Context: an optimization exercise on an open-source flow, tuned for small area, a short achievable clock period and few clock cycles. The choices shown serve that exercise and are no tape-out recipe.
At most, simulation tests tie the RTL to the original design; equivalence was not proved.
Only the layout flow was run in run 2; the RTL was not checked for function there.

## flow/design.v (module list and top-level ports; edited modules follow where they fit)
// module iter_counter: 14 lines
// module jw_control: 16 lines
// module jw_step: 453 lines
// module jw_fa: 10 lines
// module jw_ha: 9 lines
// module pixel_result: 15 lines
// module julia_worker: 156 lines
// module jw_start: 17 lines
// module jw_sure_escape: 15 lines
module julia_worker (
	input  logic               tb_clk,
	input  logic               rst,
	input  logic               start,
	input  logic [19:0]        pixel,   
	input  logic [43:0]        c,       
	input  logic               mc_busy,
	output logic               ready,
	output logic               done,
	output logic [63:0]        result   
);
  // ...
==> flow/run.sh <==
#!/bin/bash
# synth_recipe.tcl (not shown) runs the flow's synth.tcl, then flattens the netlist and writes it again
# the make line also repeats each setting of config.mk as NAME=value (left out here)
make -C /OpenROAD-flow-scripts/flow DESIGN_CONFIG=/design/flow/config.mk WORK_HOME=/design/flow/orfs CLKGATE_MAP_FILE= SYNTH_SCRIPT=/design/flow/synth_recipe.tcl finish
==> flow/config.mk <==
export PLATFORM = sky130hd
export DESIGN_NAME = julia_worker
export DESIGN_NICKNAME = julia_worker
export VERILOG_FILES = /design/flow/design.v
export SDC_FILE = /design/flow/constraint.sdc
export NUM_CORES = 4
export LEC_CHECK = 0
export CAP_MARGIN = 60
export CORE_MARGIN = 2
export CORE_UTILIZATION = 40
export SLEW_MARGIN = 60
export SYNTH_HIERARCHICAL = 1
export SYNTH_MINIMUM_KEEP_SIZE = 0
==> flow/constraint.sdc <==
create_clock -name core_clock -period 14.0 [get_ports {tb_clk}]
set_input_delay 2.8000 -clock core_clock [delete_from_list [all_inputs] [get_ports {tb_clk}]]
set_output_delay 2.8000 -clock core_clock [all_outputs]
set_load 0.01 [all_outputs]
==> key figures, run 1 <==
STA
  • Share of the clock period used by the worst path: 43.1%
  • Final hold viol count: 0

Setup path
  • Largest delay share family, worst path: adder cells
  • CP max stage delay: 0.59 ns
  • Crit Reg-Reg Startpoint: xi[10]
  • CP Data Required Time: 14.35 ns
  • Capturing element of the worst setup path: xr[9]

Clock network
  • Max Root-Sink Buffers: 2

Global route
  • Global Route met3 Usage: 3.17%
  • Met2 routing resource usage after global routing: 33.1%

Worst hold path
  • Capture endpoint of the worst hold path: res_index[6]

Die
  • Area of the core: 46,800 um^2

Placement
  • Placed inst area: 20,400 um^2
  • Count of placed standard cells including taps: 2,387

Finish
  • Non-filler cells, final: 2,419
  • Fraction of area in registers: 20.1%
  • Final Instance Area: 21,000 um^2
  • Top cell class by occupied area: multi-input combinational cells

Yosys
  • Top area cells in the synthesized netlist: fa_1 30%, edfxtp_1 17%, ha_1 9.1%, xnor2_1 7.4%, dfxtp_1 5.2%
  • Async S/R FF share, synth: 0%
  • Main combinational cell family by area after synthesis: adder cells
  • Number of enable-type register cells in the synthesized netlist: 108
  • Library cell occupying the most area in the post-synthesis netlist: fa_1

Outcome
  • Outcome: timing/DRC/antenna clean

Drt
  • Detail Route met2 WL: 23,200 um
  • Top routing layer in use: met4
Testbench counts, summed over its fixed seeds: cycles 102,903.
==> module jw_step, before the edit <==
module jw_step (
	input  logic [13:0] xr,
	input  logic [13:0] xi,
	input  logic [14:0] cre,
	input  logic [14:0] cim,
	output logic        escaped,
	output logic [15:0] nre,
	output logic [15:0] nim
);
	logic [27:0] ta_r0, ta_r1, tb_r0, tb_r1, tp_r0, tp_r1;
	logic [11:0] ca_s, cb_s, cp_s;
	logic        ca, cb, cp;
	logic [16:0] te_r0, te_r1, esum;
	logic [15:0] tr_r0, tr_r1;
	logic [6:0]  bneg, bone, btwo;
	logic [14:0] bpp0, bpp1, bpp2, bpp3, bpp4, bpp5, bpp6;
	logic [14:0] yb, xs1, xs2;
	logic tas1, tac2, tas3, tac3, tas4, tac4, tas5, tac5, tas6, tac6, tas7, tac7, tas8, tac8, tas9, tac9;
	logic tas10, tac10, tas11, tac11, tas12, tac12, tas13, tac13, tas14, tac14, tas15, tac15, tas16, tac16, tas17, tac17;
	logic tas18, tac18, tas19, tac19, tas20, tac20, tas21, tac21, tas22, tac22, tas23, tac23, tas24, tac24, tas25, tac25;
	logic tas26, tac26, tas27, tac27, tas28, tac28, tas29, tac29, tas30, tac30, tas31, tac31, tas32, tac32, tas33, tac33;
	logic tas34, tac34, tas35, tac35, tas36, tac36, tas37, tac37, tas38, tac38, tas39, tac39, tas40, tac40, tas41, tac41;
	logic tas42, tac42, tas43, tac43, tas44, tac44, tas45, tac45, tas46, tac46, tas47, tac47, tas48, tac48, tas49, tac49;
	logic tas50, tac50, tas51, tac51, tas52, tac52, tas53, tac53, tas54, tac54, tas55, tac55, tas56, tac56, tas57, tac57;
	logic tas58, tac59, tas60, tac61, tas62, tac62, tas63, tac63, tas64, tac64, tas65, tac65, tas66, tac66, tas67, tac67;
	logic tas68, tac68, tas69, tac69, tas70, tac70, tas71, tac71, tas72, tac72, tas73, tac73, tas74, tac74, tas75, tac75;
	logic tas76, tac76, tas77, tac77, tas78, tac78, tas79, tac79, tas80, tac80, tas81, tac81, tas82, tac82, tas83, tac83;
	logic tas84, tac84, tbs85, tbc85, tbs86, tbc86, tbs87, tbc87, tbs88, tbc88, tbs89, tbc89, tbs90, tbc90, tbs91, tbc91;
	logic tbs92, tbc92, tbs93, tbc93, tbs94, tbc94, tbs95, tbc95, tbs96, tbc96, tbs97, tbc97, tbs98, tbc98, tbs99, tbc99;
	logic tbs100, tbc100, tbs101, tbc101, tbs102, tbc102, tbs103, tbc103, tbs104, tbc104, tbs105, tbc105, tbs106, tbc106, tbs107, tbc107;
	logic tbs108, tbc108, tbs109, tbc109, tbs110, tbc110, tbs111, tbc111, tbs112, tbc112, tbs113, tbc113, tbs114, tbc114, tbs115, tbc116;
	logic tbs117, tbc117, tbs118, tbc118, tbs119, tbc119, tbs120, tbc120, tbs121, tbc121, tbs122, tbc122, tbs123, tbc123, tbs124, tbc124;
	logic tbs125, tbc125, tbs126, tbc126, tbs127, tbc127, tbs128, tbc128, tbs129, tbc129, tbs130, tbc130, tbs131, tbc131, tbs132, tbc132;
	logic tbs133, tbc133, tbs134, tbc134, tbs135, tbc135, tbs136, tbc136, tbs137, tbc137, tbs138, tbc138, tbs139, tbc139, tbs140, tbc140;
	logic tbs141, tbc141, tbs142, tbc142, tbs143, tbc143, tbs144, tbc144, tbs145, tbc145, tbs146, tbc146, tbs147, tbc147, tbs148, tbc148;
	logic tbs149, tbc149, tbs150, tbc150, tbs151, tbc151, tps152, tpc152, tps153, tpc153, tps154, tpc154, tps155, tpc155, tps156, tpc156;
	logic tps157, tpc157, tps158, tpc159, tps160, tpc160, tps161, tpc161, tps162, tpc163, tps164, tpc164, tps165, tpc165, tps166, tpc166;
	logic tps167, tpc167, tps168, tpc169, tps170, tpc170, tps171, tpc171, tps172, tpc173, tps174, tpc174, tps175, tpc175, tps176, tpc176;
	logic tps177, tpc177, tps178, tpc178, tps179, tpc179, tps180, tpc180, tps181, tpc181, tps182, tpc182, tps183, tpc183, tps184, tpc184;
	logic tps185, tpc185, tps186, tpc186, tps187, tpc187, tps188, tpc188, tps189, tpc189, tps190, tpc190, tps191, tpc191, tps192, tpc192;
	logic tps193, tpc193, tps194, tpc194, tps195, tpc195, tps196, tpc196, tps197, tpc197, tps198, tpc198, tps199, tpc199, tps200, tpc200;
	logic tps201, tpc201, tps202, tpc203, tps204, tpc204, tps205, tpc205, tps206, tpc207, tps208, tpc209, tps210, tpc210, tps211, tpc211;
	logic tps212, tpc212, tps213, tpc213, tps214, tpc214, tps215, tpc215, tps216, tpc216, tps217, tpc217, tps218, tpc218, tps219, tpc219;
	logic tps220, tpc220, tps221, tpc221, tps222, tpc222, tps223, tpc223, tps224, tpc224, tps225, tpc225, tps226, tpc226, tps227, tpc227;
	logic tps228, tpc228, tps229, tpc229, tps230, tpc230, tps231, tpc231, tps232, tpc232, tps233, tpc233, tps234, tpc234, tps235, tpc235;
	logic tps236, tpc236, tps237, tpc237, tps238, tpc238, tps239, tpc239, tps240, tpc240, tps241, tpc241, tps242, tpc242, tps243, tpc243;
	logic tps244, tpc244, tps245, tpc245, tps246, tpc246, tps247, tpc247, tps248, tpc248, tps249, tpc249, tps250, tpc250, tps251, tpc251;
	logic tps252, tpc252, tps253, tpc253, tps254, tpc254, tes255, tec255, tes256, tec256, tes257, tec257, tes258, tec258, tes259, tec259;
	logic tes260, tec260, tes261, tec261, tes262, tec262, tes263, tec263, tes264, tec264, tes265, tec265, tes266, tec266, tes267, tec267;
	logic tes268, tec268, tes269, tec269, tes270, tec270, tes271, tec271, tes272, tec272, tes273, tec273, tes274, tec274, tes275, tec275;
	logic tes276, tec276, tes277, tec277, tes278, tec278, tes279, tec279, tes280, tec280, tes281, tec281, tes282, tec282, tes283, tec283;
	logic tes284, tec284, tes285, tec285, tes286, tec286, tes287, tec287, tes288, tec288, tes289, tec289, tes290, tec290, tes291, tec291;
	logic tes292, tec292, tes293, tec294, tes295, tec295, tes296, tec296, tes297, tec297, tes298, tec298, tes299, tec299, tes300, tec300;
	logic tes301, tec301, tes302, tec303, tes304, tec304, tes305, tec305, tes306, tec306, tes307, tes308, tes309, tes310, trs311, trc312;
	logic trs313, trc313, trs314, trc314, trs315, trc315, trs316, trc316, trs317, trc317, trs318, trc318, trs319, trc319, trs320, trc320;
	logic trs321, trc321, trs322, trc322, trs323, trc323, trs324, trc324, trs325, trc325, trs326, trc326, trs327, trc327, trs328, trc328;
	logic trs329, trc329, trs330, trc330, trs331, trc331, trs332, trc332, trs333, trc333, trs334, trc334, trs335, trc335, trs336, trc336;
	logic trs337, trc337, trs338, trc338, trs339, trc339, trs340, trc340, trs341, trc341, trs342, trs343;
	assign yb  = {xr, 1'b0};
	assign xs1 = {xi[13], xi};
	assign xs2 = {xi, 1'b0};
	assign bneg[0] = yb[2];
	assign bone[0] = yb[1] ^ yb[0];
	assign btwo[0] = (yb[2] & ~yb[1] & ~yb[0]) | (~yb[2] & yb[1] & yb[0]);
	assign bpp0 = (({15{bone[0]}} & xs1) | ({15{btwo[0]}} & xs2)) ^ {15{bneg[0]}};
	assign bneg[1] = yb[4];
	assign bone[1] = yb[3] ^ yb[2];
	assign btwo[1] = (yb[4] & ~yb[3] & ~yb[2]) | (~yb[4] & yb[3] & yb[2]);
	assign bpp1 = (({15{bone[1]}} & xs1) | ({15{btwo[1]}} & xs2)) ^ {15{bneg[1]}};
	assign bneg[2] = yb[6];
	assign bone[2] = yb[5] ^ yb[4];
	assign btwo[2] = (yb[6] & ~yb[5] & ~yb[4]) | (~yb[6] & yb[5] & yb[4]);
	assign bpp2 = (({15{bone[2]}} & xs1) | ({15{btwo[2]}} & xs2)) ^ {15{bneg[2]}};
	assign bneg[3] = yb[8];
	assign bone[3] = yb[7] ^ yb[6];
	assign btwo[3] = (yb[8] & ~yb[7] & ~yb[6]) | (~yb[8] & yb[7] & yb[6]);
	assign bpp3 = (({15{bone[3]}} & xs1) | ({15{btwo[3]}} & xs2)) ^ {15{bneg[3]}};
	assign bneg[4] = yb[10];
	assign bone[4] = yb[9] ^ yb[8];
	assign btwo[4] = (yb[10] & ~yb[9] & ~yb[8]) | (~yb[10] & yb[9] & yb[8]);
	assign bpp4 = (({15{bone[4]}} & xs1) | ({15{btwo[4]}} & xs2)) ^ {15{bneg[4]}};
	assign bneg[5] = yb[12];
	assign bone[5] = yb[11] ^ yb[10];
	assign btwo[5] = (yb[12] & ~yb[11] & ~yb[10]) | (~yb[12] & yb[11] & yb[10]);
	assign bpp5 = (({15{bone[5]}} & xs1) | ({15{btwo[5]}} & xs2)) ^ {15{bneg[5]}};
	assign bneg[6] = yb[14];
	assign bone[6] = yb[13] ^ yb[12];
	assign btwo[6] = (yb[14] & ~yb[13] & ~yb[12]) | (~yb[14] & yb[13] & yb[12]);
	assign bpp6 = (({15{bone[6]}} & xs1) | ({15{btwo[6]}} & xs2)) ^ {15{bneg[6]}};
	assign ca_s = {1'b0, ta_r0[10:0]} + {1'b0, ta_r1[10:0]};
	assign cb_s = {1'b0, tb_r0[10:0]} + {1'b0, tb_r1[10:0]};
	assign cp_s = {1'b0, tp_r0[10:0]} + {1'b0, tp_r1[10:0]};
	assign ca = ca_s[11];
	assign cb = cb_s[11];
	assign cp = cp_s[11];
	assign tas1 = ~cre[3];
	assign tac2 = cre[3];
	jw_fa u_ta3 (.a(cre[1]), .b(xr[6]), .c((xr[0] & xr[11])), .s(tas3), .co(tac3));
	jw_fa u_ta4 (.a(cre[2]), .b((xr[0] & xr[12])), .c((xr[1] & xr[11])), .s(tas4), .co(tac4));
	jw_fa u_ta5 (.a(tas1), .b(xr[7]), .c(~(xr[13] & xr[0])), .s(tas5), .co(tac5));
	jw_fa u_ta6 (.a((xr[1] & xr[12])), .b((xr[2] & xr[11])), .c((xr[3] & xr[10])), .s(tas6), .co(tac6));
	jw_fa u_ta7 (.a(cre[4]), .b(tac2), .c(~(xr[13] & xr[1])), .s(tas7), .co(tac7));
	jw_fa u_ta8 (.a((xr[2] & xr[12])), .b((xr[3] & xr[11])), .c((xr[4] & xr[10])), .s(tas8), .co(tac8));
	jw_fa u_ta9 (.a(cre[5]), .b(xr[8]), .c(~(xr[13] & xr[2])), .s(tas9), .co(tac9));
	jw_fa u_ta10 (.a((xr[3] & xr[12])), .b((xr[4] & xr[11])), .c((xr[5] & xr[10])), .s(tas10), .co(tac10));
	jw_fa u_ta11 (.a(cre[6]), .b(~(xr[13] & xr[3])), .c((xr[4] & xr[12])), .s(tas11), .co(tac11));
	jw_fa u_ta12 (.a(cre[7]), .b(xr[9]), .c(~(xr[13] & xr[4])), .s(tas12), .co(tac12));
	jw_ha u_ta13 (.a(xr[4]), .b((xr[0] & xr[7])), .s(tas13), .co(tac13));
	jw_ha u_ta14 (.a((xr[0] & xr[8])), .b((xr[1] & xr[7])), .s(tas14), .co(tac14));
	jw_fa u_ta15 (.a(xr[5]), .b((xr[0] & xr[9])), .c((xr[1] & xr[8])), .s(tas15), .co(tac15));
	jw_ha u_ta16 (.a((xr[2] & xr[7])), .b((xr[3] & xr[6])), .s(tas16), .co(tac16));
	jw_fa u_ta17 (.a(cre[0]), .b((xr[0] & xr[10])), .c((xr[1] & xr[9])), .s(tas17), .co(tac17));
	jw_fa u_ta18 (.a((xr[2] & xr[8])), .b((xr[3] & xr[7])), .c((xr[4] & xr[6])), .s(tas18), .co(tac18));
	jw_fa u_ta19 (.a((xr[1] & xr[10])), .b((xr[2] & xr[9])), .c((xr[3] & xr[8])), .s(tas19), .co(tac19));
	jw_fa u_ta20 (.a((xr[4] & xr[7])), .b((xr[5] & xr[6])), .c(tas3), .s(tas20), .co(tac20));
	jw_fa u_ta21 (.a((xr[2] & xr[10])), .b((xr[3] & xr[9])), .c((xr[4] & xr[8])), .s(tas21), .co(tac21));
	jw_fa u_ta22 (.a((xr[5] & xr[7])), .b(tac3), .c(tas4), .s(tas22), .co(tac22));
	jw_fa u_ta23 (.a((xr[4] & xr[9])), .b((xr[5] & xr[8])), .c((xr[6] & xr[7])), .s(tas23), .co(tac23));
	jw_fa u_ta24 (.a(tac4), .b(tas5), .c(tas6), .s(tas24), .co(tac24));
	jw_fa u_ta25 (.a((xr[5] & xr[9])), .b((xr[6] & xr[8])), .c(tac5), .s(tas25), .co(tac25));
	jw_fa u_ta26 (.a(tac6), .b(tas7), .c(tas8), .s(tas26), .co(tac26));
	jw_fa u_ta27 (.a((xr[6] & xr[9])), .b((xr[7] & xr[8])), .c(tac7), .s(tas27), .co(tac27));
	jw_fa u_ta28 (.a(tac8), .b(tas9), .c(tas10), .s(tas28), .co(tac28));
	jw_fa u_ta29 (.a((xr[5] & xr[11])), .b((xr[6] & xr[10])), .c((xr[7] & xr[9])), .s(tas29), .co(tac29));
	jw_fa u_ta30 (.a(tac9), .b(tac10), .c(tas11), .s(tas30), .co(tac30));
	jw_fa u_ta31 (.a((xr[5] & xr[12])), .b((xr[6] & xr[11])), .c((xr[7] & xr[10])), .s(tas31), .co(tac31));
	jw_fa u_ta32 (.a((xr[8] & xr[9])), .b(tac11), .c(tas12), .s(tas32), .co(tac32));
	jw_fa u_ta33 (.a(cre[8]), .b(~(xr[13] & xr[5])), .c((xr[6] & xr[12])), .s(tas33), .co(tac33));
	jw_fa u_ta34 (.a((xr[7] & xr[11])), .b((xr[8] & xr[10])), .c(tac12), .s(tas34), .co(tac34));
	jw_fa u_ta35 (.a(cre[9]), .b(xr[10]), .c(~(xr[13] & xr[6])), .s(tas35), .co(tac35));
	jw_fa u_ta36 (.a((xr[7] & xr[12])), .b((xr[8] & xr[11])), .c((xr[9] & xr[10])), .s(tas36), .co(tac36));
	jw_fa u_ta37 (.a(cre[10]), .b(~(xr[13] & xr[7])), .c((xr[8] & xr[12])), .s(tas37), .co(tac37));
	jw_fa u_ta38 (.a(cre[11]), .b(xr[11]), .c(~(xr[13] & xr[8])), .s(tas38), .co(tac38));
	jw_ha u_ta39 (.a(xr[3]), .b((xr[0] & xr[5])), .s(tas39), .co(tac39));
	jw_ha u_ta40 (.a((xr[0] & xr[6])), .b((xr[1] & xr[5])), .s(tas40), .co(tac40));
	jw_fa u_ta41 (.a((xr[1] & xr[6])), .b((xr[2] & xr[5])), .c((xr[3] & xr[4])), .s(tas41), .co(tac41));
	jw_fa u_ta42 (.a((xr[2] & xr[6])), .b((xr[3] & xr[5])), .c(tac13), .s(tas42), .co(tac42));
	jw_fa u_ta43 (.a((xr[4] & xr[5])), .b(tac14), .c(tas16), .s(tas43), .co(tac43));
	jw_fa u_ta44 (.a(tac16), .b(tac15), .c(tas17), .s(tas44), .co(tac44));
	jw_fa u_ta45 (.a(tac17), .b(tac18), .c(tas19), .s(tas45), .co(tac45));
	jw_fa u_ta46 (.a(tac19), .b(tas21), .c(tac20), .s(tas46), .co(tac46));
	jw_fa u_ta47 (.a(tac21), .b(tas23), .c(tac22), .s(tas47), .co(tac47));
	jw_fa u_ta48 (.a(tac23), .b(tac24), .c(tas25), .s(tas48), .co(tac48));
	jw_fa u_ta49 (.a(tac25), .b(tas27), .c(tac26), .s(tas49), .co(tac49));
	jw_fa u_ta50 (.a(tas29), .b(tac27), .c(tac28), .s(tas50), .co(tac50));
	jw_fa u_ta51 (.a(tac29), .b(tas31), .c(tac30), .s(tas51), .co(tac51));
	jw_fa u_ta52 (.a(tac31), .b(tas33), .c(tac32), .s(tas52), .co(tac52));
	jw_fa u_ta53 (.a(tac33), .b(tas35), .c(tas36), .s(tas53), .co(tac53));
	jw_fa u_ta54 (.a((xr[9] & xr[11])), .b(tac35), .c(tac36), .s(tas54), .co(tac54));
	jw_fa u_ta55 (.a((xr[9] & xr[12])), .b((xr[10] & xr[11])), .c(tac37), .s(tas55), .co(tac55));
	jw_fa u_ta56 (.a(cre[12]), .b(~(xr[13] & xr[9])), .c((xr[10] & xr[12])), .s(tas56), .co(tac56));
	jw_fa u_ta57 (.a(cre[13]), .b(xr[12]), .c(~(xr[13] & xr[10])), .s(tas57), .co(tac57));
	assign tas58 = ~~cre[14];
	assign tac59 = ~cre[14];
	assign tas60 = ~xr[13];
	assign tac61 = xr[13];
	jw_ha u_ta62 (.a(xr[2]), .b((xr[0] & xr[3])), .s(tas62), .co(tac62));
	jw_ha u_ta63 (.a((xr[0] & xr[4])), .b((xr[1] & xr[3])), .s(tas63), .co(tac63));
	jw_fa u_ta64 (.a((xr[1] & xr[4])), .b((xr[2] & xr[3])), .c(tas39), .s(tas64), .co(tac64));
	jw_fa u_ta65 (.a((xr[2] & xr[4])), .b(tac39), .c(tas40), .s(tas65), .co(tac65));
	jw_fa u_ta66 (.a(tac40), .b(tas13), .c(tas41), .s(tas66), .co(tac66));
	jw_fa u_ta67 (.a(tas14), .b(tac41), .c(tas42), .s(tas67), .co(tac67));
	jw_fa u_ta68 (.a(tas15), .b(tac42), .c(tas43), .s(tas68), .co(tac68));
	jw_fa u_ta69 (.a(tas18), .b(tac43), .c(tas44), .s(tas69), .co(tac69));
	jw_fa u_ta70 (.a(tac44), .b(tas20), .c(tas45), .s(tas70), .co(tac70));
	jw_fa u_ta71 (.a(tac45), .b(tas22), .c(tas46), .s(tas71), .co(tac71));
	jw_fa u_ta72 (.a(tas24), .b(tac46), .c(tas47), .s(tas72), .co(tac72));
	jw_fa u_ta73 (.a(tas26), .b(tac47), .c(tas48), .s(tas73), .co(tac73));
	jw_fa u_ta74 (.a(tas28), .b(tac48), .c(tas49), .s(tas74), .co(tac74));
	jw_fa u_ta75 (.a(tas30), .b(tac49), .c(tas50), .s(tas75), .co(tac75));
	jw_fa u_ta76 (.a(tas32), .b(tac50), .c(tas51), .s(tas76), .co(tac76));
	jw_fa u_ta77 (.a(tas34), .b(tac51), .c(tas52), .s(tas77), .co(tac77));
	jw_fa u_ta78 (.a(tac34), .b(tas53), .c(tac52), .s(tas78), .co(tac78));
	jw_fa u_ta79 (.a(tas37), .b(tac53), .c(tas54), .s(tas79), .co(tac79));
	jw_fa u_ta80 (.a(tas38), .b(tac54), .c(tas55), .s(tas80), .co(tac80));
	jw_fa u_ta81 (.a(tac38), .b(tas56), .c(tac55), .s(tas81), .co(tac81));
	jw_fa u_ta82 (.a((xr[11] & xr[12])), .b(tac56), .c(tas57), .s(tas82), .co(tac82));
	jw_fa u_ta83 (.a(tas58), .b(~(xr[13] & xr[11])), .c(tac57), .s(tas83), .co(tac83));
	jw_fa u_ta84 (.a(tac59), .b(tas60), .c(~(xr[13] & xr[12])), .s(tas84), .co(tac84));
	assign ta_r0 = {tac61, tac83, tac82, tac81, tac80, tac79, tac78, tac77, tac76, tac75, tac74, tac73, tac72, tac71, tac70, tac69, tac68, tac67, tac66, tac65, tac64, tac63, tac62, (xr[1] & xr[2]), (xr[0] & xr[2]), (xr[0] & xr[1]), 1'b0, xr[0]};
	assign ta_r1 = {tac84, tas84, tas83, tas82, tas81, tas80, tas79, tas78, tas77, tas76, tas75, tas74, tas73, tas72, tas71, tas70, tas69, tas68, tas67, tas66, tas65, tas64, tas63, tas62, 1'b0, xr[1], 1'b0, 1'b0};
	jw_ha u_tb85 (.a(xi[2]), .b((xi[0] & xi[3])), .s(tbs85), .co(tbc85));
	jw_ha u_tb86 (.a((xi[0] & xi[4])), .b((xi[1] & xi[3])), .s(tbs86), .co(tbc86));
	jw_fa u_tb87 (.a(xi[3]), .b((xi[0] & xi[5])), .c((xi[1] & xi[4])), .s(tbs87), .co(tbc87));
	jw_ha u_tb88 (.a((xi[2] & xi[3])), .b(tbc86), .s(tbs88), .co(tbc88));
	jw_fa u_tb89 (.a((xi[0] & xi[6])), .b((xi[1] & xi[5])), .c((xi[2] & xi[4])), .s(tbs89), .co(tbc89));
	jw_ha u_tb90 (.a(tbc87), .b(tbc88), .s(tbs90), .co(tbc90));
	jw_fa u_tb91 (.a(xi[4]), .b((xi[0] & xi[7])), .c((xi[1] & xi[6])), .s(tbs91), .co(tbc91));
	jw_fa u_tb92 (.a((xi[2] & xi[5])), .b((xi[3] & xi[4])), .c(tbc89), .s(tbs92), .co(tbc92));
	jw_ha u_tb93 (.a(tbs91), .b(tbc90), .s(tbs93), .co(tbc93));
	jw_fa u_tb94 (.a((xi[0] & xi[8])), .b((xi[1] & xi[7])), .c((xi[2] & xi[6])), .s(tbs94), .co(tbc94));
	jw_fa u_tb95 (.a((xi[3] & xi[5])), .b(tbc91), .c(tbs94), .s(tbs95), .co(tbc95));
	jw_ha u_tb96 (.a(tbc92), .b(tbc93), .s(tbs96), .co(tbc96));
	jw_fa u_tb97 (.a(xi[5]), .b((xi[0] & xi[9])), .c((xi[1] & xi[8])), .s(tbs97), .co(tbc97));
	jw_fa u_tb98 (.a((xi[2] & xi[7])), .b((xi[3] & xi[6])), .c((xi[4] & xi[5])), .s(tbs98), .co(tbc98));
	jw_fa u_tb99 (.a(tbc94), .b(tbs97), .c(tbs98), .s(tbs99), .co(tbc99));
	jw_ha u_tb100 (.a(tbc95), .b(tbs99), .s(tbs100), .co(tbc100));
	jw_fa u_tb101 (.a((xi[0] & xi[10])), .b((xi[1] & xi[9])), .c((xi[2] & xi[8])), .s(tbs101), .co(tbc101));
	jw_fa u_tb102 (.a((xi[3] & xi[7])), .b((xi[4] & xi[6])), .c(tbc97), .s(tbs102), .co(tbc102));
	jw_fa u_tb103 (.a(tbc98), .b(tbs101), .c(tbc99), .s(tbs103), .co(tbc103));
	jw_ha u_tb104 (.a(tbs102), .b(tbc100), .s(tbs104), .co(tbc104));
	jw_fa u_tb105 (.a(xi[6]), .b((xi[0] & xi[11])), .c((xi[1] & xi[10])), .s(tbs105), .co(tbc105));
	jw_fa u_tb106 (.a((xi[2] & xi[9])), .b((xi[3] & xi[8])), .c((xi[4] & xi[7])), .s(tbs106), .co(tbc106));
	jw_fa u_tb107 (.a((xi[5] & xi[6])), .b(tbc101), .c(tbs105), .s(tbs107), .co(tbc107));
	jw_fa u_tb108 (.a(tbs106), .b(tbc102), .c(tbs107), .s(tbs108), .co(tbc108));
	jw_ha u_tb109 (.a(tbc103), .b(tbc104), .s(tbs109), .co(tbc109));
	jw_fa u_tb110 (.a((xi[0] & xi[12])), .b((xi[1] & xi[11])), .c((xi[2] & xi[10])), .s(tbs110), .co(tbc110));
	jw_fa u_tb111 (.a((xi[3] & xi[9])), .b((xi[4] & xi[8])), .c((xi[5] & xi[7])), .s(tbs111), .co(tbc111));
	jw_fa u_tb112 (.a(tbc105), .b(tbc106), .c(tbs110), .s(tbs112), .co(tbc112));
	jw_fa u_tb113 (.a(tbs111), .b(tbc107), .c(tbs112), .s(tbs113), .co(tbc113));
	jw_ha u_tb114 (.a(tbc108), .b(tbs113), .s(tbs114), .co(tbc114));
	assign tbs115 = ~(xi[7] ^ (xi[1] & xi[12]));
	assign tbc116 = xi[7] | (xi[1] & xi[12]);
	jw_fa u_tb117 (.a((xi[2] & xi[11])), .b((xi[3] & xi[10])), .c((xi[4] & xi[9])), .s(tbs117), .co(tbc117));
	jw_fa u_tb118 (.a((xi[5] & xi[8])), .b((xi[6] & xi[7])), .c(~(xi[13] & xi[0])), .s(tbs118), .co(tbc118));
	jw_fa u_tb119 (.a(tbs115), .b(tbc110), .c(tbc111), .s(tbs119), .co(tbc119));
	jw_fa u_tb120 (.a(tbs117), .b(tbs118), .c(tbc112), .s(tbs120), .co(tbc120));
	jw_fa u_tb121 (.a(tbs119), .b(tbc113), .c(tbs120), .s(tbs121), .co(tbc121));
	jw_fa u_tb122 (.a((xi[2] & xi[12])), .b((xi[3] & xi[11])), .c((xi[4] & xi[10])), .s(tbs122), .co(tbc122));
	jw_fa u_tb123 (.a((xi[5] & xi[9])), .b((xi[6] & xi[8])), .c(~(xi[13] & xi[1])), .s(tbs123), .co(tbc123));
	jw_fa u_tb124 (.a(tbc116), .b(tbc117), .c(tbc118), .s(tbs124), .co(tbc124));
	jw_fa u_tb125 (.a(tbs122), .b(tbs123), .c(tbc119), .s(tbs125), .co(tbc125));
	jw_fa u_tb126 (.a(tbs124), .b(tbc120), .c(tbs125), .s(tbs126), .co(tbc126));
	jw_fa u_tb127 (.a(xi[8]), .b((xi[3] & xi[12])), .c((xi[4] & xi[11])), .s(tbs127), .co(tbc127));
	jw_fa u_tb128 (.a((xi[5] & xi[10])), .b((xi[6] & xi[9])), .c((xi[7] & xi[8])), .s(tbs128), .co(tbc128));
	jw_fa u_tb129 (.a(~(xi[13] & xi[2])), .b(tbc122), .c(tbc123), .s(tbs129), .co(tbc129));
	jw_fa u_tb130 (.a(tbs127), .b(tbs128), .c(tbc124), .s(tbs130), .co(tbc130));
	jw_fa u_tb131 (.a(tbs129), .b(tbc125), .c(tbs130), .s(tbs131), .co(tbc131));
	jw_fa u_tb132 (.a((xi[4] & xi[12])), .b((xi[5] & xi[11])), .c((xi[6] & xi[10])), .s(tbs132), .co(tbc132));
	jw_fa u_tb133 (.a((xi[7] & xi[9])), .b(~(xi[13] & xi[3])), .c(tbc127), .s(tbs133), .co(tbc133));
	jw_fa u_tb134 (.a(tbc128), .b(tbs132), .c(tbc129), .s(tbs134), .co(tbc134));
	jw_fa u_tb135 (.a(tbs133), .b(tbc130), .c(tbs134), .s(tbs135), .co(tbc135));
	jw_fa u_tb136 (.a(xi[9]), .b((xi[5] & xi[12])), .c((xi[6] & xi[11])), .s(tbs136), .co(tbc136));
	jw_fa u_tb137 (.a((xi[7] & xi[10])), .b((xi[8] & xi[9])), .c(~(xi[13] & xi[4])), .s(tbs137), .co(tbc137));
	jw_fa u_tb138 (.a(tbc132), .b(tbs136), .c(tbs137), .s(tbs138), .co(tbc138));
	jw_fa u_tb139 (.a(tbc133), .b(tbs138), .c(tbc134), .s(tbs139), .co(tbc139));
	jw_fa u_tb140 (.a((xi[6] & xi[12])), .b((xi[7] & xi[11])), .c((xi[8] & xi[10])), .s(tbs140), .co(tbc140));
	jw_fa u_tb141 (.a(~(xi[13] & xi[5])), .b(tbc136), .c(tbc137), .s(tbs141), .co(tbc141));
	jw_fa u_tb142 (.a(tbs140), .b(tbc138), .c(tbs141), .s(tbs142), .co(tbc142));
	jw_fa u_tb143 (.a(xi[10]), .b((xi[7] & xi[12])), .c((xi[8] & xi[11])), .s(tbs143), .co(tbc143));
	jw_fa u_tb144 (.a((xi[9] & xi[10])), .b(~(xi[13] & xi[6])), .c(tbc140), .s(tbs144), .co(tbc144));
	jw_fa u_tb145 (.a(tbs143), .b(tbc141), .c(tbs144), .s(tbs145), .co(tbc145));
	jw_fa u_tb146 (.a((xi[8] & xi[12])), .b((xi[9] & xi[11])), .c(~(xi[13] & xi[7])), .s(tbs146), .co(tbc146));
	jw_fa u_tb147 (.a(tbc143), .b(tbs146), .c(tbc144), .s(tbs147), .co(tbc147));
	jw_fa u_tb148 (.a(xi[11]), .b((xi[10] & xi[11])), .c((xi[9] & xi[12])), .s(tbs148), .co(tbc148));
	jw_fa u_tb149 (.a(~(xi[13] & xi[8])), .b(tbc146), .c(tbs148), .s(tbs149), .co(tbc149));
	jw_fa u_tb150 (.a((xi[10] & xi[12])), .b(~(xi[13] & xi[9])), .c(tbc148), .s(tbs150), .co(tbc150));
	jw_fa u_tb151 (.a(xi[12]), .b((xi[11] & xi[12])), .c(~(xi[13] & xi[10])), .s(tbs151), .co(tbc151));
	assign tb_r0 = {1'b1, ~(xi[13] & xi[12]), ~(xi[13] & xi[11]), tbc150, tbc149, tbc147, tbc145, tbc142, tbc139, tbc135, tbc131, tbc126, tbc121, tbc114, tbc109, tbs108, tbs103, tbc96, tbs95, tbs92, tbs89, tbs87, tbc85, (xi[1] & xi[2]), (xi[0] & xi[2]), (xi[0] & xi[1]), 1'b0, xi[0]};
	assign tb_r1 = {1'b0, xi[13], tbc151, tbs151, tbs150, tbs149, tbs147, tbs145, tbs142, tbs139, tbs135, tbs131, tbs126, tbs121, tbs114, tbs109, tbs104, tbs100, tbs96, tbs93, tbs90, tbs88, tbs86, tbs85, 1'b0, xi[1], 1'b0, 1'b0};
	jw_ha u_tp152 (.a(bneg[5]), .b(bpp0[10]), .s(tps152), .co(tpc152));
	jw_fa u_tp153 (.a(cim[1]), .b(bpp0[11]), .c(bpp1[9]), .s(tps153), .co(tpc153));
	jw_fa u_tp154 (.a(cim[2]), .b(bneg[6]), .c(bpp0[12]), .s(tps154), .co(tpc154));
	jw_fa u_tp155 (.a(bpp1[10]), .b(bpp2[8]), .c(bpp3[6]), .s(tps155), .co(tpc155));
	jw_fa u_tp156 (.a(cim[3]), .b(bpp0[13]), .c(bpp1[11]), .s(tps156), .co(tpc156));
	jw_fa u_tp157 (.a(bpp2[9]), .b(bpp3[7]), .c(bpp4[5]), .s(tps157), .co(tpc157));
	assign tps158 = ~(cim[4] ^ ~bpp0[14]);
	assign tpc159 = cim[4] | ~bpp0[14];
	jw_fa u_tp160 (.a(bpp1[12]), .b(bpp2[10]), .c(bpp3[8]), .s(tps160), .co(tpc160));
	jw_ha u_tp161 (.a(bpp4[6]), .b(bpp5[4]), .s(tps161), .co(tpc161));
	assign tps162 = ~(cim[5] ^ bpp1[13]);
	assign tpc163 = cim[5] | bpp1[13];
	jw_fa u_tp164 (.a(bpp2[11]), .b(bpp3[9]), .c(bpp4[7]), .s(tps164), .co(tpc164));
	jw_ha u_tp165 (.a(bpp5[5]), .b(bpp6[3]), .s(tps165), .co(tpc165));
	jw_fa u_tp166 (.a(cim[6]), .b(~bpp1[14]), .c(bpp2[12]), .s(tps166), .co(tpc166));
	jw_fa u_tp167 (.a(bpp3[10]), .b(bpp4[8]), .c(bpp5[6]), .s(tps167), .co(tpc167));
	assign tps168 = ~(cim[7] ^ bpp2[13]);
	assign tpc169 = cim[7] | bpp2[13];
	jw_ha u_tp170 (.a(bpp3[11]), .b(bpp4[9]), .s(tps170), .co(tpc170));
	jw_fa u_tp171 (.a(cim[8]), .b(~bpp2[14]), .c(bpp3[12]), .s(tps171), .co(tpc171));
	assign tps172 = ~cim[9];
	assign tpc173 = cim[9];
	jw_ha u_tp174 (.a(bneg[3]), .b(bpp0[6]), .s(tps174), .co(tpc174));
	jw_ha u_tp175 (.a(bpp0[7]), .b(bpp1[5]), .s(tps175), .co(tpc175));
	jw_fa u_tp176 (.a(bneg[4]), .b(bpp0[8]), .c(bpp1[6]), .s(tps176), .co(tpc176));
	jw_ha u_tp177 (.a(bpp2[4]), .b(bpp3[2]), .s(tps177), .co(tpc177));
	jw_fa u_tp178 (.a(bpp0[9]), .b(bpp1[7]), .c(bpp2[5]), .s(tps178), .co(tpc178));
	jw_ha u_tp179 (.a(bpp3[3]), .b(bpp4[1]), .s(tps179), .co(tpc179));
	jw_fa u_tp180 (.a(bpp1[8]), .b(bpp2[6]), .c(bpp3[4]), .s(tps180), .co(tpc180));
	jw_fa u_tp181 (.a(bpp4[2]), .b(bpp5[0]), .c(tps152), .s(tps181), .co(tpc181));
	jw_fa u_tp182 (.a(bpp2[7]), .b(bpp3[5]), .c(bpp4[3]), .s(tps182), .co(tpc182));
	jw_fa u_tp183 (.a(bpp5[1]), .b(tpc152), .c(tps153), .s(tps183), .co(tpc183));
	jw_fa u_tp184 (.a(bpp4[4]), .b(bpp5[2]), .c(bpp6[0]), .s(tps184), .co(tpc184));
	jw_fa u_tp185 (.a(tpc153), .b(tps154), .c(tps155), .s(tps185), .co(tpc185));
	jw_fa u_tp186 (.a(bpp5[3]), .b(bpp6[1]), .c(tpc154), .s(tps186), .co(tpc186));
	jw_fa u_tp187 (.a(tpc155), .b(tps156), .c(tps157), .s(tps187), .co(tpc187));
	jw_fa u_tp188 (.a(bpp6[2]), .b(tps158), .c(tps161), .s(tps188), .co(tpc188));
	jw_fa u_tp189 (.a(tpc156), .b(tpc157), .c(tps160), .s(tps189), .co(tpc189));
	jw_fa u_tp190 (.a(tpc159), .b(tpc161), .c(tps162), .s(tps190), .co(tpc190));
	jw_fa u_tp191 (.a(tps165), .b(tpc160), .c(tps164), .s(tps191), .co(tpc191));
	jw_fa u_tp192 (.a(bpp6[4]), .b(tpc163), .c(tpc165), .s(tps192), .co(tpc192));
	jw_fa u_tp193 (.a(tpc164), .b(tps166), .c(tps167), .s(tps193), .co(tpc193));
	jw_fa u_tp194 (.a(bpp5[7]), .b(bpp6[5]), .c(tps168), .s(tps194), .co(tpc194));
	jw_fa u_tp195 (.a(tps170), .b(tpc166), .c(tpc167), .s(tps195), .co(tpc195));
	jw_fa u_tp196 (.a(bpp4[10]), .b(bpp5[8]), .c(bpp6[6]), .s(tps196), .co(tpc196));
	jw_fa u_tp197 (.a(tpc169), .b(tpc170), .c(tps171), .s(tps197), .co(tpc197));
	jw_fa u_tp198 (.a(tps172), .b(bpp3[13]), .c(bpp4[11]), .s(tps198), .co(tpc198));
	jw_fa u_tp199 (.a(bpp5[9]), .b(bpp6[7]), .c(tpc171), .s(tps199), .co(tpc199));
	jw_fa u_tp200 (.a(cim[10]), .b(tpc173), .c(~bpp3[14]), .s(tps200), .co(tpc200));
	jw_fa u_tp201 (.a(bpp4[12]), .b(bpp5[10]), .c(bpp6[8]), .s(tps201), .co(tpc201));
	assign tps202 = ~(cim[11] ^ bpp4[13]);
	assign tpc203 = cim[11] | bpp4[13];
	jw_ha u_tp204 (.a(bpp5[11]), .b(bpp6[9]), .s(tps204), .co(tpc204));
	jw_fa u_tp205 (.a(cim[12]), .b(~bpp4[14]), .c(bpp5[12]), .s(tps205), .co(tpc205));
	assign tps206 = ~cim[13];
	assign tpc207 = cim[13];
	assign tps208 = ~~cim[14];
	assign tpc209 = ~cim[14];
	jw_ha u_tp210 (.a(bneg[2]), .b(bpp0[4]), .s(tps210), .co(tpc210));
	jw_ha u_tp211 (.a(bpp0[5]), .b(bpp1[3]), .s(tps211), .co(tpc211));
	jw_fa u_tp212 (.a(bpp1[4]), .b(bpp2[2]), .c(bpp3[0]), .s(tps212), .co(tpc212));
	jw_fa u_tp213 (.a(bpp2[3]), .b(bpp3[1]), .c(tpc174), .s(tps213), .co(tpc213));
	jw_fa u_tp214 (.a(bpp4[0]), .b(tpc175), .c(tps177), .s(tps214), .co(tpc214));
	jw_fa u_tp215 (.a(tpc177), .b(tps179), .c(tpc176), .s(tps215), .co(tpc215));
	jw_fa u_tp216 (.a(tpc179), .b(tpc178), .c(tps180), .s(tps216), .co(tpc216));
	jw_fa u_tp217 (.a(tpc180), .b(tps182), .c(tpc181), .s(tps217), .co(tpc217));
	jw_fa u_tp218 (.a(tpc182), .b(tps184), .c(tpc183), .s(tps218), .co(tpc218));
	jw_fa u_tp219 (.a(tpc184), .b(tps186), .c(tpc185), .s(tps219), .co(tpc219));
	jw_fa u_tp220 (.a(tps188), .b(tpc186), .c(tpc187), .s(tps220), .co(tpc220));
	jw_fa u_tp221 (.a(tpc188), .b(tps190), .c(tpc189), .s(tps221), .co(tpc221));
	jw_fa u_tp222 (.a(tpc190), .b(tps192), .c(tpc191), .s(tps222), .co(tpc222));
	jw_fa u_tp223 (.a(tpc192), .b(tps194), .c(tpc193), .s(tps223), .co(tpc223));
	jw_fa u_tp224 (.a(tps196), .b(tpc194), .c(tpc195), .s(tps224), .co(tpc224));
	jw_fa u_tp225 (.a(tpc196), .b(tps198), .c(tpc197), .s(tps225), .co(tpc225));
	jw_fa u_tp226 (.a(tpc198), .b(tps200), .c(tps201), .s(tps226), .co(tpc226));
	jw_fa u_tp227 (.a(tps202), .b(tps204), .c(tpc200), .s(tps227), .co(tpc227));
	jw_fa u_tp228 (.a(bpp6[10]), .b(tpc203), .c(tpc204), .s(tps228), .co(tpc228));
	jw_fa u_tp229 (.a(tps206), .b(bpp5[13]), .c(bpp6[11]), .s(tps229), .co(tpc229));
	jw_fa u_tp230 (.a(tpc207), .b(tps208), .c(~bpp5[14]), .s(tps230), .co(tpc230));
	jw_ha u_tp231 (.a(bneg[1]), .b(bpp0[2]), .s(tps231), .co(tpc231));
	jw_ha u_tp232 (.a(bpp0[3]), .b(bpp1[1]), .s(tps232), .co(tpc232));
	jw_fa u_tp233 (.a(bpp1[2]), .b(bpp2[0]), .c(tps210), .s(tps233), .co(tpc233));
	jw_fa u_tp234 (.a(bpp2[1]), .b(tpc210), .c(tps211), .s(tps234), .co(tpc234));
	jw_fa u_tp235 (.a(tpc211), .b(tps174), .c(tps212), .s(tps235), .co(tpc235));
	jw_fa u_tp236 (.a(tps175), .b(tpc212), .c(tps213), .s(tps236), .co(tpc236));
	jw_fa u_tp237 (.a(tps176), .b(tpc213), .c(tps214), .s(tps237), .co(tpc237));
	jw_fa u_tp238 (.a(tps178), .b(tpc214), .c(tps215), .s(tps238), .co(tpc238));
	jw_fa u_tp239 (.a(tps181), .b(tpc215), .c(tps216), .s(tps239), .co(tpc239));
	jw_fa u_tp240 (.a(tpc216), .b(tps183), .c(tps217), .s(tps240), .co(tpc240));
	jw_fa u_tp241 (.a(tps185), .b(tpc217), .c(tps218), .s(tps241), .co(tpc241));
	jw_fa u_tp242 (.a(tps187), .b(tpc218), .c(tps219), .s(tps242), .co(tpc242));
	jw_fa u_tp243 (.a(tps189), .b(tpc219), .c(tps220), .s(tps243), .co(tpc243));
	jw_fa u_tp244 (.a(tps191), .b(tpc220), .c(tps221), .s(tps244), .co(tpc244));
	jw_fa u_tp245 (.a(tps193), .b(tpc221), .c(tps222), .s(tps245), .co(tpc245));
	jw_fa u_tp246 (.a(tps195), .b(tpc222), .c(tps223), .s(tps246), .co(tpc246));
	jw_fa u_tp247 (.a(tps197), .b(tpc223), .c(tps224), .s(tps247), .co(tpc247));
	jw_fa u_tp248 (.a(tps199), .b(tpc224), .c(tps225), .s(tps248), .co(tpc248));
	jw_fa u_tp249 (.a(tpc199), .b(tps226), .c(tpc225), .s(tps249), .co(tpc249));
	jw_fa u_tp250 (.a(tpc201), .b(tps227), .c(tpc226), .s(tps250), .co(tpc250));
	jw_fa u_tp251 (.a(tps205), .b(tps228), .c(tpc227), .s(tps251), .co(tpc251));
	jw_fa u_tp252 (.a(tpc205), .b(tps229), .c(tpc228), .s(tps252), .co(tpc252));
	jw_fa u_tp253 (.a(bpp6[12]), .b(tpc229), .c(tps230), .s(tps253), .co(tpc253));
	jw_fa u_tp254 (.a(tpc209), .b(bpp6[13]), .c(tpc230), .s(tps254), .co(tpc254));
	assign tp_r0 = {1'b1, ~bpp6[14], tpc253, tpc252, tpc251, tpc250, tpc249, tpc248, tpc247, tpc246, tpc245, tpc244, tpc243, tpc242, tpc241, tpc240, tpc239, tpc238, tpc237, tpc236, tpc235, tpc234, tpc233, tpc232, tpc231, bpp1[0], bpp0[1], bneg[0]};
	assign tp_r1 = {1'b0, tpc254, tps254, tps253, tps252, tps251, tps250, tps249, tps248, tps247, tps246, tps245, tps244, tps243, tps242, tps241, tps240, tps239, tps238, tps237, tps236, tps235, tps234, tps233, tps232, tps231, 1'b0, bpp0[0]};
	jw_fa u_te255 (.a(~cre[0]), .b(ta_r0[11]), .c(ta_r1[11]), .s(tes255), .co(tec255));
	jw_fa u_te256 (.a(tb_r0[11]), .b(tb_r1[11]), .c(tes255), .s(tes256), .co(tec256));
	jw_fa u_te257 (.a(~cre[1]), .b(ta_r0[12]), .c(ta_r1[12]), .s(tes257), .co(tec257));
	jw_fa u_te258 (.a(tb_r0[12]), .b(tb_r1[12]), .c(tec255), .s(tes258), .co(tec258));
	jw_ha u_te259 (.a(tes257), .b(tec256), .s(tes259), .co(tec259));
	jw_fa u_te260 (.a(~cre[2]), .b(tb_r0[13]), .c(tb_r1[13]), .s(tes260), .co(tec260));
	jw_fa u_te261 (.a(tec257), .b(ta_r0[13]), .c(ta_r1[13]), .s(tes261), .co(tec261));
	jw_fa u_te262 (.a(tes260), .b(tec258), .c(tes261), .s(tes262), .co(tec262));
	jw_fa u_te263 (.a(~cre[3]), .b(tb_r0[14]), .c(tb_r1[14]), .s(tes263), .co(tec263));
	jw_fa u_te264 (.a(ta_r0[14]), .b(ta_r1[14]), .c(tec260), .s(tes264), .co(tec264));
	jw_fa u_te265 (.a(tec261), .b(tes263), .c(tes264), .s(tes265), .co(tec265));
	jw_fa u_te266 (.a(~cre[4]), .b(tb_r0[15]), .c(tb_r1[15]), .s(tes266), .co(tec266));
	jw_fa u_te267 (.a(ta_r0[15]), .b(ta_r1[15]), .c(tec263), .s(tes267), .co(tec267));
	jw_fa u_te268 (.a(tes266), .b(tec264), .c(tes267), .s(tes268), .co(tec268));
	jw_fa u_te269 (.a(~cre[5]), .b(tb_r0[16]), .c(tb_r1[16]), .s(tes269), .co(tec269));
	jw_fa u_te270 (.a(ta_r0[16]), .b(ta_r1[16]), .c(tec266), .s(tes270), .co(tec270));
	jw_fa u_te271 (.a(tes269), .b(tec267), .c(tes270), .s(tes271), .co(tec271));
	jw_fa u_te272 (.a(~cre[6]), .b(tb_r0[17]), .c(tb_r1[17]), .s(tes272), .co(tec272));
	jw_fa u_te273 (.a(ta_r0[17]), .b(ta_r1[17]), .c(tec269), .s(tes273), .co(tec273));
	jw_fa u_te274 (.a(tes272), .b(tec270), .c(tes273), .s(tes274), .co(tec274));
	jw_fa u_te275 (.a(~cre[7]), .b(tb_r0[18]), .c(tb_r1[18]), .s(tes275), .co(tec275));
	jw_fa u_te276 (.a(ta_r0[18]), .b(ta_r1[18]), .c(tec272), .s(tes276), .co(tec276));
	jw_fa u_te277 (.a(tes275), .b(tec273), .c(tes276), .s(tes277), .co(tec277));
	jw_fa u_te278 (.a(~cre[8]), .b(tb_r0[19]), .c(tb_r1[19]), .s(tes278), .co(tec278));
	jw_fa u_te279 (.a(ta_r0[19]), .b(ta_r1[19]), .c(tec275), .s(tes279), .co(tec279));
	jw_fa u_te280 (.a(tes278), .b(tec276), .c(tes279), .s(tes280), .co(tec280));
	jw_fa u_te281 (.a(~cre[9]), .b(tb_r0[20]), .c(tb_r1[20]), .s(tes281), .co(tec281));
	jw_fa u_te282 (.a(ta_r0[20]), .b(ta_r1[20]), .c(tes281), .s(tes282), .co(tec282));
	jw_fa u_te283 (.a(tec278), .b(tes282), .c(tec279), .s(tes283), .co(tec283));
	jw_fa u_te284 (.a(~cre[10]), .b(tb_r0[21]), .c(tb_r1[21]), .s(tes284), .co(tec284));
	jw_fa u_te285 (.a(ta_r0[21]), .b(ta_r1[21]), .c(tec281), .s(tes285), .co(tec285));
	jw_fa u_te286 (.a(tes284), .b(tec282), .c(tes285), .s(tes286), .co(tec286));
	jw_fa u_te287 (.a(~cre[11]), .b(tb_r0[22]), .c(tb_r1[22]), .s(tes287), .co(tec287));
	jw_fa u_te288 (.a(ta_r0[22]), .b(ta_r1[22]), .c(tec284), .s(tes288), .co(tec288));
	jw_fa u_te289 (.a(tes287), .b(tec285), .c(tes288), .s(tes289), .co(tec289));
	jw_fa u_te290 (.a(~cre[12]), .b(tb_r0[23]), .c(tb_r1[23]), .s(tes290), .co(tec290));
	jw_fa u_te291 (.a(ta_r0[23]), .b(ta_r1[23]), .c(tes290), .s(tes291), .co(tec291));
	jw_fa u_te292 (.a(tec287), .b(tes291), .c(tec288), .s(tes292), .co(tec292));
	assign tes293 = ~(~cre[13] ^ tb_r0[24]);
	assign tec294 = ~cre[13] | tb_r0[24];
	jw_fa u_te295 (.a(tb_r1[24]), .b(tes293), .c(ta_r0[24]), .s(tes295), .co(tec295));
	jw_fa u_te296 (.a(ta_r1[24]), .b(tec290), .c(tes295), .s(tes296), .co(tec296));
	jw_ha u_te297 (.a(tec291), .b(tes296), .s(tes297), .co(tec297));
	jw_fa u_te298 (.a(cre[14]), .b(tb_r0[25]), .c(tb_r1[25]), .s(tes298), .co(tec298));
	jw_fa u_te299 (.a(tes298), .b(ta_r0[25]), .c(ta_r1[25]), .s(tes299), .co(tec299));
	jw_fa u_te300 (.a(tec294), .b(tes299), .c(tec295), .s(tes300), .co(tec300));
	jw_ha u_te301 (.a(tec296), .b(tes300), .s(tes301), .co(tec301));
	assign tes302 = ~(tb_r0[26] ^ tb_r1[26]);
	assign tec303 = tb_r0[26] | tb_r1[26];
	jw_fa u_te304 (.a(tes302), .b(tec298), .c(ta_r0[26]), .s(tes304), .co(tec304));
	jw_fa u_te305 (.a(ta_r1[26]), .b(tec299), .c(tes304), .s(tes305), .co(tec305));
	jw_ha u_te306 (.a(tes305), .b(tec300), .s(tes306), .co(tec306));
	assign tes307 = ~(tb_r0[27] ^ tb_r1[27]);
	assign tes308 = tes307 ^ tec303 ^ ta_r0[27];
	assign tes309 = ta_r1[27] ^ tes308 ^ tec304;
	assign tes310 = tec305 ^ tes309;
	assign te_r0 = {tec306, tec301, tec297, tec292, tec289, tec286, tec283, tec280, tec277, tec274, tec271, tec268, tec265, tec262, tec259, tes258, cb};
	assign te_r1 = {tes310, tes306, tes301, tes297, tes292, tes289, tes286, tes283, tes280, tes277, tes274, tes271, tes268, tes265, tes262, tes259, tes256};
	assign trs311 = ~(ta_r0[11] ^ ta_r1[11]);
	assign trc312 = ta_r0[11] | ta_r1[11];
	jw_fa u_tr313 (.a(~tb_r0[11]), .b(~tb_r1[11]), .c(trs311), .s(trs313), .co(trc313));
	jw_fa u_tr314 (.a(ta_r0[12]), .b(ta_r1[12]), .c(trc312), .s(trs314), .co(trc314));
	jw_fa u_tr315 (.a(~tb_r0[12]), .b(~tb_r1[12]), .c(trc313), .s(trs315), .co(trc315));
	jw_fa u_tr316 (.a(~tb_r0[13]), .b(~tb_r1[13]), .c(ta_r0[13]), .s(trs316), .co(trc316));
	jw_fa u_tr317 (.a(ta_r1[13]), .b(trc314), .c(trs316), .s(trs317), .co(trc317));
	jw_fa u_tr318 (.a(~tb_r0[14]), .b(~tb_r1[14]), .c(ta_r0[14]), .s(trs318), .co(trc318));
	jw_fa u_tr319 (.a(ta_r1[14]), .b(trc316), .c(trs318), .s(trs319), .co(trc319));
	jw_fa u_tr320 (.a(~tb_r0[15]), .b(~tb_r1[15]), .c(ta_r0[15]), .s(trs320), .co(trc320));
	jw_fa u_tr321 (.a(ta_r1[15]), .b(trc318), .c(trs320), .s(trs321), .co(trc321));
	jw_fa u_tr322 (.a(~tb_r0[16]), .b(~tb_r1[16]), .c(ta_r0[16]), .s(trs322), .co(trc322));
	jw_fa u_tr323 (.a(ta_r1[16]), .b(trc320), .c(trs322), .s(trs323), .co(trc323));
	jw_fa u_tr324 (.a(~tb_r0[17]), .b(~tb_r1[17]), .c(ta_r0[17]), .s(trs324), .co(trc324));
	jw_fa u_tr325 (.a(ta_r1[17]), .b(trc322), .c(trs324), .s(trs325), .co(trc325));
	jw_fa u_tr326 (.a(~tb_r0[18]), .b(~tb_r1[18]), .c(ta_r0[18]), .s(trs326), .co(trc326));
	jw_fa u_tr327 (.a(ta_r1[18]), .b(trc324), .c(trs326), .s(trs327), .co(trc327));
	jw_fa u_tr328 (.a(~tb_r0[19]), .b(~tb_r1[19]), .c(ta_r0[19]), .s(trs328), .co(trc328));
	jw_fa u_tr329 (.a(ta_r1[19]), .b(trc326), .c(trs328), .s(trs329), .co(trc329));
	jw_fa u_tr330 (.a(~tb_r0[20]), .b(~tb_r1[20]), .c(ta_r0[20]), .s(trs330), .co(trc330));
	jw_fa u_tr331 (.a(ta_r1[20]), .b(trc328), .c(trs330), .s(trs331), .co(trc331));
	jw_fa u_tr332 (.a(~tb_r0[21]), .b(~tb_r1[21]), .c(ta_r0[21]), .s(trs332), .co(trc332));
	jw_fa u_tr333 (.a(ta_r1[21]), .b(trc330), .c(trs332), .s(trs333), .co(trc333));
	jw_fa u_tr334 (.a(~tb_r0[22]), .b(~tb_r1[22]), .c(ta_r0[22]), .s(trs334), .co(trc334));
	jw_fa u_tr335 (.a(ta_r1[22]), .b(trs334), .c(trc332), .s(trs335), .co(trc335));
	jw_fa u_tr336 (.a(~tb_r0[23]), .b(~tb_r1[23]), .c(ta_r0[23]), .s(trs336), .co(trc336));
	jw_fa u_tr337 (.a(ta_r1[23]), .b(trc334), .c(trs336), .s(trs337), .co(trc337));
	jw_fa u_tr338 (.a(~tb_r0[24]), .b(~tb_r1[24]), .c(ta_r0[24]), .s(trs338), .co(trc338));
	jw_fa u_tr339 (.a(ta_r1[24]), .b(trc336), .c(trs338), .s(trs339), .co(trc339));
	jw_fa u_tr340 (.a(~tb_r0[25]), .b(~tb_r1[25]), .c(ta_r0[25]), .s(trs340), .co(trc340));
	jw_fa u_tr341 (.a(ta_r1[25]), .b(trs340), .c(trc338), .s(trs341), .co(trc341));
	assign trs342 = ~tb_r0[26] ^ ~tb_r1[26] ^ ta_r0[26];
	assign trs343 = ta_r1[26] ^ trc340 ^ trs342;
	assign tr_r0 = {trc341, trc339, trc337, trc335, trc333, trc331, trc329, trc327, trc325, trc323, trc321, trc319, trc317, trc315, trs314, ~cb};
	assign tr_r1 = {trs343, trs341, trs339, trs337, trs335, trs333, trs331, trs329, trs327, trs325, trs323, trs321, trs319, trs317, trs315, trs313};
	assign esum = te_r0 + te_r1 + ca;
	assign escaped = ~esum[16];
	assign nre = tr_r0 + tr_r1 + ca;
	assign nim = {tp_r0[25:11] + tp_r1[25:11] + cp, cim[0]};
endmodule
==> inputs of run 2 (changes only) <==
--- a/flow/design.v
+++ b/flow/design.v
@@ -73,5 +73,7 @@
 	logic [27:0] ta_r0, ta_r1, tb_r0, tb_r1, tp_r0, tp_r1;
-	logic [11:0] ca_s, cb_s, cp_s;
-	logic        ca, cb, cp;
-	logic [16:0] te_r0, te_r1, esum;
+	logic [11:0] ca_s, cb_s;
+	logic        ca, cb;
+	logic [27:0] esum;
+	logic [25:0] isum;
+	logic [16:0] te_r0, te_r1;
 	logic [15:0] tr_r0, tr_r1;
@@ -154,6 +156,4 @@
 	assign cb_s = {1'b0, tb_r0[10:0]} + {1'b0, tb_r1[10:0]};
-	assign cp_s = {1'b0, tp_r0[10:0]} + {1'b0, tp_r1[10:0]};
 	assign ca = ca_s[11];
 	assign cb = cb_s[11];
-	assign cp = cp_s[11];
 	assign tas1 = ~cre[3];
@@ -511,6 +511,7 @@
 	assign tr_r1 = {trs343, trs341, trs339, trs337, trs335, trs333, trs331, trs329, trs327, trs325, trs323, trs321, trs319, trs317, trs315, trs313};
-	assign esum = te_r0 + te_r1 + ca;
-	assign escaped = ~esum[16];
+	assign esum = {te_r0, ta_r0[10:0]} + {te_r1, ta_r1[10:0]};
+	assign escaped = ~esum[27];
 	assign nre = tr_r0 + tr_r1 + ca;
-	assign nim = {tp_r0[25:11] + tp_r1[25:11] + cp, cim[0]};
+	assign isum = tp_r0[25:0] + tp_r1[25:0];
+	assign nim = {isum[25:11], cim[0]};
 endmodule
==> run 2 against run 1 <==
Effect of this change:
- still clean on timing, DRC and antenna
- setup slack worse by 0.095 ns
- cell count down 0.33%
- critical path depth down 9
- critical endpoint is now ready
- largest cell class unchanged
==> key figures, run 2 <==
Outcome
  • Outcome: timing/DRC/antenna clean

Yosys
  • Async S/R FF share, synth: 0% (unchanged)
  • Share of synthesized cell area in full adder, half adder and majority cells: 38.7%
  • Most numerous cell types in the synthesized netlist: 279 x fa_1, 160 x xnor2_1, 140 x ha_1
  • Multiplexer share of the synthesized area: 1.65%
  • Synthesized instance count: 1,760
  • Yosys warns: 10
  • Fraction of post-synthesis cell area in the top cell type by area: 29.5%
  • Post-synthesis xor/xnor area fraction: 8.78%
  • Compound-cell area share of the yosys netlist: 10.8%
  • Number of flip-flops and latches in the synthesized netlist: 157
  • Primary FF master, synth: edfxtp_1
  • Library cell occupying the most area in the post-synthesis netlist: fa_1
  • Synthesized area divided by synthesized cell count: 10.8 um^2
  • Most common cell in the netlist: fa_1
  • Simple-Gate Fraction of Synth Area: 10.7%
  • Top area cells in the synthesized netlist: fa_1 29%, edfxtp_1 17%, ha_1 9.2%, xnor2_1 7.4%, dfxtp_1 5.2%
  • Number of enable-type register cells in the synthesized netlist: 108 (unchanged)
  • Main combinational cell family by area after synthesis: adder cells
  • Distinct cell type count of the synthesized netlist: 75
  • Cell area after synthesis: 18,900 um^2
  • Share of the yosys chip area belonging to registers: 22.3%

Worst hold path
  • Worst hold path stage count: 0
  • Type of the most critical hold path: reg2reg

Clock network
  • TritonCTS clock tree: done
  • Root Driver: clkbuf_16
  • Number of clock buffers inserted by TritonCTS: 17
  • Max Root-Sink Buffers: 2 (unchanged)
  • CTS H-tree lvls: 4
  • Number of gates resized after CTS: 0
  • CTS Hold Buffers Added: 0
  • Clock latency of the later-clocked register in the worst-skew pair: 0.47 ns
  • Number of setup buffers added after CTS: 0
  • CTS sink cnt: 157
  • Post-CTS clock slew at the launch and capture registers of the worst setup and hold paths: 0.07 ns

Die
  • Initial core utilization: 40.6%
  • Die Span Y: 222 um
  • DIE AREA: 49,100 um^2
  • Area of the core: 46,700 um^2 (-0.21%)
  • Die W: 222 um
  • Number of primary I/O pins: 134
  • Row count: 79

STA
  • Final-report setup violation count: 0
  • Worst Skew: 0.0232 ns
  • Final-report max-slew violation count: 0
  • TNS Setup: 0 ns
  • Slew Limit Headroom: 61.1%
  • Timing-limited maximum frequency: 163 MHz
  • RSZ-0062 raised after global routing: no
  • Share of the clock period used by the worst path: 43.8% (+0.68 points)
  • Post-layout minimum cycle time: 6.13 ns
  • Least-Margin Pin Slew: 0.583 ns
  • Final hold viol count: 0 (unchanged)

Setup path
  • CP max stage delay: 0.52 ns (-0.07 ns)
  • Cells on worst reg2reg path: 18
  • Peak fanout along the critical path: 25
  • Crit path launch type: flip-flop
  • CP Data Required Time: 11.20 ns (-3.15 ns)
  • Cell repeated most along the worst path: nand2_1
  • Setup Crit Path Kind: reg2out
  • Total stage count of the critical path: 9
  • Critical path cell sequence: buf_4 -> buf_12 -> or4_1 -> nand3b_1 -> nand4_1 -> or3_1 -> nand2_1 -> nand2_1 -> clkdlybuf4s50_1
  • Slowest CP cell: or4_1
  • Buffers and inverters on the worst path: 3
  • Critical Path AT: 3.33 ns
  • Largest delay share family, worst path: simple AND/OR/NAND/NOR gates
  • CP Capture Type: primary output

Drt
  • Post-detailed-route wirelength per cell: 19.2 um
  • Final antenna-violating net count: 0
  • Number of detailed-routing iterations run before antenna repair: 17
  • Routed Wire Length: 46,300 um
  • Via count: 12,800
  • Detail-routed via count per cell: 5.33
  • DRC violations left: 0
  • DRC violation total after the first TritonRoute iteration: 860

Finish
  • Antenna Cells: 0
  • Most common cell after layout, fill and taps aside: fa_1
  • Register with the highest flop count: z_seen
  • Area grow syn2layout: 10.7%
  • Max reg flops: 28
  • Biggest regs: z_seen (28), pix_q (20), res_index (20)
  • Final Instance Area: 21,000 um^2 (-0.29%)
  • Number of nets in the layout: 2,278
  • Ratio of cells with drive above 1 in the final layout: 6.82%
  • Leading cell types in the layout, fill and taps excluded: 279 x fa_1, 160 x xnor2_1, 135 x ha_1, 116 x inv_1, 113 x clkdlybuf4s50_1

Global route
  • Largest net degree at the start of global routing: 49
  • Met2 routing resource usage after global routing: 32.4% (-0.68 points)
  • Global-route total usage across every layer: 19.6%
  • Number of global-route vias before repair: 13,500
  • Wire length of the first global-routing pass: 74,500 um
  • Number of antenna violations at the first check in global routing: 0
  • Remaining global-route overflow: 0
  • Global Route met3 Usage: 4.32% (+1.1 points)
  • Most crowded layer after global routing: met2
  • Met1 track utilization from global routing: 25.3%

Placement
  • HPWL reported at the end of detailed placement: 35,000 um
  • GP Congestion: 0.840
  • Number of buffers inserted by port buffering: 113
  • Placed inst area: 20,400 um^2 (about the same)

Run
  • Max-cap violations: 0
==> run 2: cell types whose count changed after synthesis, sizes merged, moves of 3 or more <==
cell | previous run | this run
nand3 | 12 | 9
nand2 | 90 | 77
a2111oi | 5 | 1
nor2 | 102 | 111
a21oi | 75 | 71
clkbuf | 74 | 80
a21boi | 2 | 5
o31ai | 1 | 5
o21ai | 41 | 44
buf | 91 | 80
o21a | 9 | 5
and2 | 94 | 86
a21o | 43 | 54
==> run 2: cell families after synthesis <==
family / Yosys count
AO/OA/AOI/OAI: 300
XOR/XNOR: 190
adder cells (fa/ha/maj): 419
buffers and inverters: 278
flip-flops: 157
multiplexers: 28
other: 3
AND/OR/NAND/NOR: 385
==> run 2: worst paths after layout <==
check	start	end	slack, ns
worst min-delay path	pix_q[10]	res_index[0]	0.42
worst min register to register	pix_q[10]	res_index[0]	0.42
worst max-delay path	xr[9]	ready	7.87
worst max register to register	xi[10]	xr[12]	7.91
==> run 2: metrics by stage <==
step                hold WS, ns  worst slack [ns]  utilization, %  std cells
floorplan                 0.400              8.05               -       1783
global placement          0.402              7.77            43.5       2377
detailed placement        0.405              7.98            43.7       2379
CTS                       0.422              7.71            44.9       2411
global route              0.425              7.60            44.9       2411
finish                    0.419              7.87            44.9       2411
==> run 2: layer usage <==
metal  wire, um  vias up
met3       2650       50
li1           -     5917
met5          0        -
met4       1120        0
met2      22600      357
met1      19900     6516
==> run 2: Yosys stat by module, one instance, submodules excluded <==
| module | area, um^2 | cells inside |
|---|---|---|
| iter_counter | 339 | 37 |
| pixel_result | 474 | 67 |
| jw_start | 709 | 94 |
| jw_ha | 12.5 | 1 |
| julia_worker | 5770 | 373 |
| jw_sure_escape | 66.3 | 10 |
| jw_step | 5630 | 865 |
| jw_fa | 20.0 | 1 |
| jw_control | 26.3 | 5 |
==> run 2: cell type report <==
class,instances,area [um^2]
clock inverter,13,106
fill,4381,25700
clock buffer,19,433
sequential,157,4230
timing repair buffer,149,1450
inverter,118,443
tap,607,759
multi-input combinational,1348,13600

## afterwards: timing with drivers on the ports
No port has a modelled driver above. Below, the same layouts with a new extraction and two added sets of constraints. Step 1, drivers: a clkbuf_16 drives tb_clk and a buf_2 each remaining input, both assumed. Step 2 moves the port delays by t, midway between the first and last clock arrival at a register: inputs arrive t later, outputs are due t later. That takes back most of the time a late clock gives input paths. a / b / c = ideal / step 1 / step 2; a / b = the first two.
run	shift t [ns]	slack for setup (ns)	hold WS [ns]	worst setup path after step 2
run 1	0.514	7.963 / 7.963 / 7.963	0.421 / 0.421 / 0.421	register to register
run 2	0.516	7.868 / 7.811 / 7.908	0.419 / 0.419 / 0.419	register to register
After both steps setup and hold are still met in every run listed.
